From an optimization exercise on the open Yosys and OpenROAD flow, aimed at small area and a short achievable clock period; shortcuts taken in it are not production practice. Where RTL was checked, it was by simulation tests only, not by an equivalence proof against the original.

Setup of the reference run:
## rename_top
module rename_top (
    input  logic      clk,
    input  logic      rst,
    input  logic      rename_valid,
    input  logic [$clog2(32)-1:0] rs1_arch,
    input  logic [$clog2(32)-1:0] rs2_arch,
    input  logic [$clog2(32)-1:0] rd_arch,
    input  logic      complete_valid,
    input  logic [$clog2(16)-1:0]   complete_rob_id,
    input  logic      complete_mispredict,
    output logic      rename_ready,
    output logic [$clog2(64)-1:0]  rs1_phy,
    output logic [$clog2(64)-1:0]  rs2_phy,
    output logic [$clog2(64)-1:0]  rd_phy,
    output logic [$clog2(16)-1:0]   rob_id,
    output logic      retire_valid,
    output logic [$clog2(32)-1:0] retire_rd_arch,
    output logic [$clog2(64)-1:0]  retire_rd_phy,
    output logic      flush
);
For scale: ~3,400 cells after synthesis, about 740 flip-flops, ~60 I/O pins, ~38,000 um2 of cells after synthesis.
==> module rename_top, before the edit <==
module rename_top (
    input  logic      clk,
    input  logic      rst,
    input  logic      rename_valid,
    input  logic [$clog2(32)-1:0] rs1_arch,
    input  logic [$clog2(32)-1:0] rs2_arch,
    input  logic [$clog2(32)-1:0] rd_arch,
    input  logic      complete_valid,
    input  logic [$clog2(16)-1:0]   complete_rob_id,
    input  logic      complete_mispredict,
    output logic      rename_ready,
    output logic [$clog2(64)-1:0]  rs1_phy,
    output logic [$clog2(64)-1:0]  rs2_phy,
    output logic [$clog2(64)-1:0]  rd_phy,
    output logic [$clog2(16)-1:0]   rob_id,
    output logic      retire_valid,
    output logic [$clog2(32)-1:0] retire_rd_arch,
    output logic [$clog2(64)-1:0]  retire_rd_phy,
    output logic      flush
);
    wire [$clog2(64)-1:0] fmap_q [32];
    wire [$clog2(64)-1:0] bmap_q [32];
    wire [64-1:0] free_q;
    wire [64-1:0] held_q;
    logic [64-1:0] free_d;
    logic [$clog2(64)-1:0] alloc_q;
    logic avail_q;
    logic ready_q;
    logic [$clog2(16):0] head_q;
    logic [$clog2(16):0] tail_q;
    logic [$clog2(32)-1:0] ent_rd_arch [16];
    logic [$clog2(64)-1:0]  ent_new_phy [16];
    logic [16-1:0] ent_done;
    logic [16-1:0] ent_misp;
    logic retire_misp;
    logic [$clog2(64)-1:0] release_phy;
    assign fmap_q[0] = '0;
    assign bmap_q[0] = '0;
    assign free_q[0] = 1'b0;
    assign held_q[0] = 1'b1;
    assign free_d[0] = 1'b0;
    logic [$clog2(64)-1:0] rs1_lo, rs1_hi, rs2_lo, rs2_hi;
    assign rs1_lo = fmap_q[{1'b0, rs1_arch[3:0]}];
    assign rs1_hi = fmap_q[{1'b1, rs1_arch[3:0]}];
    assign rs2_lo = fmap_q[{1'b0, rs2_arch[3:0]}];
    assign rs2_hi = fmap_q[{1'b1, rs2_arch[3:0]}];
    assign rs1_phy = rs1_arch[4] ? rs1_hi : rs1_lo;
    assign rs2_phy = rs2_arch[4] ? rs2_hi : rs2_lo;
    logic [$clog2(64)-1:0] alloc_d;
    logic [7:0] grp_any;
    logic [2:0] grp_idx [8];
    always_comb begin
        for (int g = 0; g < 8; g++) begin
            grp_any[g] = |free_d[g*8 +: 8];
            grp_idx[g] = '0;
            for (int j = 7; j >= 0; j--) begin
                if (free_d[g*8 + j]) grp_idx[g] = j[2:0];
            end
        end
        alloc_d = '0;
        for (int g = 7; g >= 0; g--) begin
            if (grp_any[g]) alloc_d = {g[2:0], grp_idx[g]};
        end
    end
    logic [64-1:0] lower_free;
    always_comb begin
        lower_free[0] = 1'b0;
        for (int i = 1; i < 64; i++) begin
            lower_free[i] = lower_free[i-1] | free_q[i-1];
        end
    end
    logic recovering, rename_fire, alloc_fire, pop;
    logic rd_nz;
    logic [$clog2(16)-1:0] head_slot, tail_slot;
    logic [$clog2(16):0] head_d, tail_d;
    logic full_d, retire_valid_d, retire_misp_d, flush_d;
    assign head_slot = head_q[$clog2(16)-1:0];
    assign tail_slot = tail_q[$clog2(16)-1:0];
    assign recovering = (retire_valid && retire_misp) || flush;
    assign rd_nz = (rd_arch != '0);
    assign rename_ready = ready_q && (avail_q || !rd_nz);
    assign rename_fire  = rename_valid && rename_ready;
    assign alloc_fire   = rename_valid && ready_q && avail_q && rd_nz;
    assign rd_phy = alloc_fire ? alloc_q : '0;
    assign rob_id = tail_slot;
    assign pop = (head_q != tail_q) && ent_done[head_slot] && !recovering;
    assign retire_valid_d = pop;
    assign retire_misp_d = pop && ent_misp[head_slot];
    assign flush_d = retire_valid && retire_misp;
    always_comb begin
        head_d = head_q;
        tail_d = tail_q;
        if (flush) begin
            head_d = tail_q;
        end else begin
            if (pop) head_d = head_q + 1'b1;
            if (rename_fire) tail_d = tail_q + 1'b1;
        end
    end
    assign full_d = (head_d[$clog2(16)-1:0] == tail_d[$clog2(16)-1:0]) &&
                    (head_d[$clog2(16)] != tail_d[$clog2(16)]);
    logic release_valid;
    assign release_valid = retire_valid && (retire_rd_arch != '0);
    for (genvar i = 1; i < 32; i++) begin : g_map
        logic [$clog2(64)-1:0] f_q, b_q;
        assign fmap_q[i] = f_q;
        assign bmap_q[i] = b_q;
        always_ff @(posedge clk or posedge rst) begin
            if (rst) begin
                f_q <= i[$clog2(64)-1:0];
            end else if (flush) begin
                f_q <= b_q;
            end else if (alloc_fire && (rd_arch == i[$clog2(32)-1:0])) begin
                f_q <= alloc_q;
            end
        end
        always_ff @(posedge clk or posedge rst) begin
            if (rst) begin
                b_q <= i[$clog2(64)-1:0];
            end else if (release_valid && (retire_rd_arch == i[$clog2(32)-1:0])) begin
                b_q <= retire_rd_phy;
            end
        end
    end
    for (genvar i = 1; i < 64; i++) begin : g_phy
        logic rel_hit, new_hit, fr_q, hd_q;
        assign free_q[i] = fr_q;
        assign held_q[i] = hd_q;
        assign rel_hit = release_valid && (release_phy == i[$clog2(64)-1:0]);
        assign new_hit = release_valid && (retire_rd_phy == i[$clog2(64)-1:0]);
        assign free_d[i] = flush ? !hd_q
                                 : ((fr_q && (!alloc_fire || lower_free[i])) || rel_hit);
        always_ff @(posedge clk or posedge rst) begin
            if (rst) begin
                fr_q <= (i >= 32);
                hd_q <= (i < 32);
            end else begin
                fr_q <= free_d[i];
                hd_q <= (hd_q && !rel_hit) || new_hit;
            end
        end
    end
    always_ff @(posedge clk or posedge rst) begin
        if (rst) begin
            head_q <= '0;
            tail_q <= '0;
            retire_valid <= 1'b0;
            retire_misp <= 1'b0;
            flush <= 1'b0;
            ready_q <= 1'b1;
            alloc_q <= 32;
            avail_q <= 1'b1;
        end else begin
            head_q <= head_d;
            tail_q <= tail_d;
            retire_valid <= retire_valid_d;
            retire_misp <= retire_misp_d;
            flush <= flush_d;
            ready_q <= !full_d && !(retire_valid_d && retire_misp_d) && !flush_d;
            alloc_q <= alloc_d;
            avail_q <= |free_d;
        end
    end
    always_ff @(posedge clk) begin
        if (complete_valid && !recovering) begin
            ent_done[complete_rob_id] <= 1'b1;
            ent_misp[complete_rob_id] <= complete_mispredict;
        end
        if (rename_fire) begin
            ent_done[tail_slot] <= 1'b0;
        end
    end
    always_ff @(posedge clk) begin
        if (rename_fire) begin
            ent_rd_arch[tail_slot] <= rd_arch;
            ent_new_phy[tail_slot] <= rd_phy;
        end
    end
    logic [$clog2(32)-1:0] head_arch;
    assign head_arch = ent_rd_arch[head_slot];
    always_ff @(posedge clk) begin
        retire_rd_arch <= head_arch;
        retire_rd_phy <= ent_new_phy[head_slot];
        if (release_valid && (retire_rd_arch == head_arch)) begin
            release_phy <= retire_rd_phy;
        end else begin
            release_phy <= bmap_q[head_arch];
        end
    end
endmodule
make LEC_CHECK=0 CAP_MARGIN=20 CELL_PAD_IN_SITES_DETAIL_PLACEMENT=1 CELL_PAD_IN_SITES_GLOBAL_PLACEMENT=2 CORE_MARGIN=2 CORE_UTILIZATION=25 CTS_BUF_LIST=sky130_fd_sc_hd__clkbuf_16 CTS_CLUSTER_DIAMETER=100 CTS_CLUSTER_SIZE=20 PLACE_DENSITY=0.85 SETUP_SLACK_MARGIN=1.8 SLEW_MARGIN=20 finish   # period 6.0 ns
run.sh (not shown) runs the stock make flow with config.mk's settings and CLKGATE_MAP_FILE= SYNTH_SCRIPT=/design/flow/synth_recipe.tcl, a recipe that flattens the netlist after the stock synthesis.
Input-level comparison between the trial run and the reference run:
--- a/flow/design.v
+++ b/flow/design.v
@@ -19,7 +19,6 @@
     output logic [$clog2(64)-1:0]  retire_rd_phy,
     output logic      flush
 );
-    wire [$clog2(64)-1:0] fmap_q [32];
     wire [$clog2(64)-1:0] bmap_q [32];
     wire [64-1:0] free_q;
     wire [64-1:0] held_q;
@@ -35,18 +34,25 @@
     logic [16-1:0] ent_misp;
     logic retire_misp;
     logic [$clog2(64)-1:0] release_phy;
-    assign fmap_q[0] = '0;
     assign bmap_q[0] = '0;
     assign free_q[0] = 1'b0;
     assign held_q[0] = 1'b1;
     assign free_d[0] = 1'b0;
-    logic [$clog2(64)-1:0] rs1_lo, rs1_hi, rs2_lo, rs2_hi;
-    assign rs1_lo = fmap_q[{1'b0, rs1_arch[3:0]}];
-    assign rs1_hi = fmap_q[{1'b1, rs1_arch[3:0]}];
-    assign rs2_lo = fmap_q[{1'b0, rs2_arch[3:0]}];
-    assign rs2_hi = fmap_q[{1'b1, rs2_arch[3:0]}];
-    assign rs1_phy = rs1_arch[4] ? rs1_hi : rs1_lo;
-    assign rs2_phy = rs2_arch[4] ? rs2_hi : rs2_lo;
+    logic [16-1:0] latest_q;
+    logic [16-1:0] rs1_hit, rs2_hit;
+    logic [$clog2(64)-1:0] rs1_spec, rs2_spec;
+    always_comb begin
+        rs1_spec = '0;
+        rs2_spec = '0;
+        for (int j = 0; j < 16; j++) begin
+            rs1_hit[j] = latest_q[j] && (ent_rd_arch[j] == rs1_arch);
+            rs2_hit[j] = latest_q[j] && (ent_rd_arch[j] == rs2_arch);
+            rs1_spec = rs1_spec | (ent_new_phy[j] & {$clog2(64){rs1_hit[j]}});
+            rs2_spec = rs2_spec | (ent_new_phy[j] & {$clog2(64){rs2_hit[j]}});
+        end
+    end
+    assign rs1_phy = (|rs1_hit) ? rs1_spec : bmap_q[rs1_arch];
+    assign rs2_phy = (|rs2_hit) ? rs2_spec : bmap_q[rs2_arch];
     logic [$clog2(64)-1:0] alloc_d;
     logic [7:0] grp_any;
     logic [2:0] grp_idx [8];
@@ -103,23 +109,26 @@
     logic release_valid;
     assign release_valid = retire_valid && (retire_rd_arch != '0);
     for (genvar i = 1; i < 32; i++) begin : g_map
-        logic [$clog2(64)-1:0] f_q, b_q;
-        assign fmap_q[i] = f_q;
+        logic [$clog2(64)-1:0] b_q;
         assign bmap_q[i] = b_q;
-        always_ff @(posedge clk or posedge rst) begin
-            if (rst) begin
-                f_q <= i[$clog2(64)-1:0];
-            end else if (flush) begin
-                f_q <= b_q;
-            end else if (alloc_fire && (rd_arch == i[$clog2(32)-1:0])) begin
-                f_q <= alloc_q;
-            end
-        end
         always_ff @(posedge clk or posedge rst) begin
             if (rst) begin
                 b_q <= i[$clog2(64)-1:0];
             end else if (release_valid && (retire_rd_arch == i[$clog2(32)-1:0])) begin
                 b_q <= retire_rd_phy;
+            end
+        end
+    end
+    for (genvar j = 0; j < 16; j++) begin : g_latest
+        always_ff @(posedge clk or posedge rst) begin
+            if (rst) begin
+                latest_q[j] <= 1'b0;
+            end else if (flush) begin
+                latest_q[j] <= 1'b0;
+            end else if (rename_fire && (tail_slot == j[$clog2(16)-1:0])) begin
+                latest_q[j] <= rd_nz;
+            end else if (alloc_fire && (ent_rd_arch[j] == rd_arch)) begin
+                latest_q[j] <= 1'b0;
             end
         end
     end
==> comparison <==
- The trial run | stages: all done | timing, DRC, antenna: all pass
- The trial run — fraction of met2 tracks used by global routing 2.9 points higher, the reference run as reference
- Looking at met1 track demand over resource in global routing, the trial run sits 3.1 points higher than the reference run does.
- Between the trial run and the reference run, it is the trial run whose overall fraction of global-route tracks in use is higher, by 2.3 points.
- When the trial run is measured against the reference run, its post-route worst hold slack turns out 0.0093 ns higher.
- Area used by multi-input combinational logic, the trial run vs the reference run: up by a few percent
Function not checked in the reference run: the RTL went through the layout flow alone.

-- afterwards: timing with drivers on the ports --
The results above use ideal ports. As a check the final layouts listed here were re-extracted and re-timed, cells and wires unchanged.
Step 1 (the two cells are an assumption about what drives the block):
set clk [get_ports {clk}]
set_driving_cell -lib_cell sky130_fd_sc_hd__clkbuf_16 $clk
set_driving_cell -lib_cell sky130_fd_sc_hd__buf_2 [delete_from_list [all_inputs] $clk]
Step 2 adds t to the input delays and takes it off the output delays; t is the mean of the earliest and latest rising clock arrival at the registers after step 1. Input paths then give back, and output paths get back, about the clock's delay inside the block.
Slacks: ideal ports / drivers / drivers and shift; pairs: ideal ports / drivers.
| run | shift t [ns] | slack for setup (ns) | worst data-port slew with drivers (ns) |
|---|---|---|---|
| the reference run | 0.722 | 1.798 / 1.745 / 1.053 | 0.20 |
| the trial run | 0.676 | 1.167 / 1.106 / 1.106 | 0.29 |
After both steps setup and hold are still met in every run listed. For the reference run, which loses most, drivers alone change the setup slack by -0.053 ns; drivers and shift together by -0.745 ns.
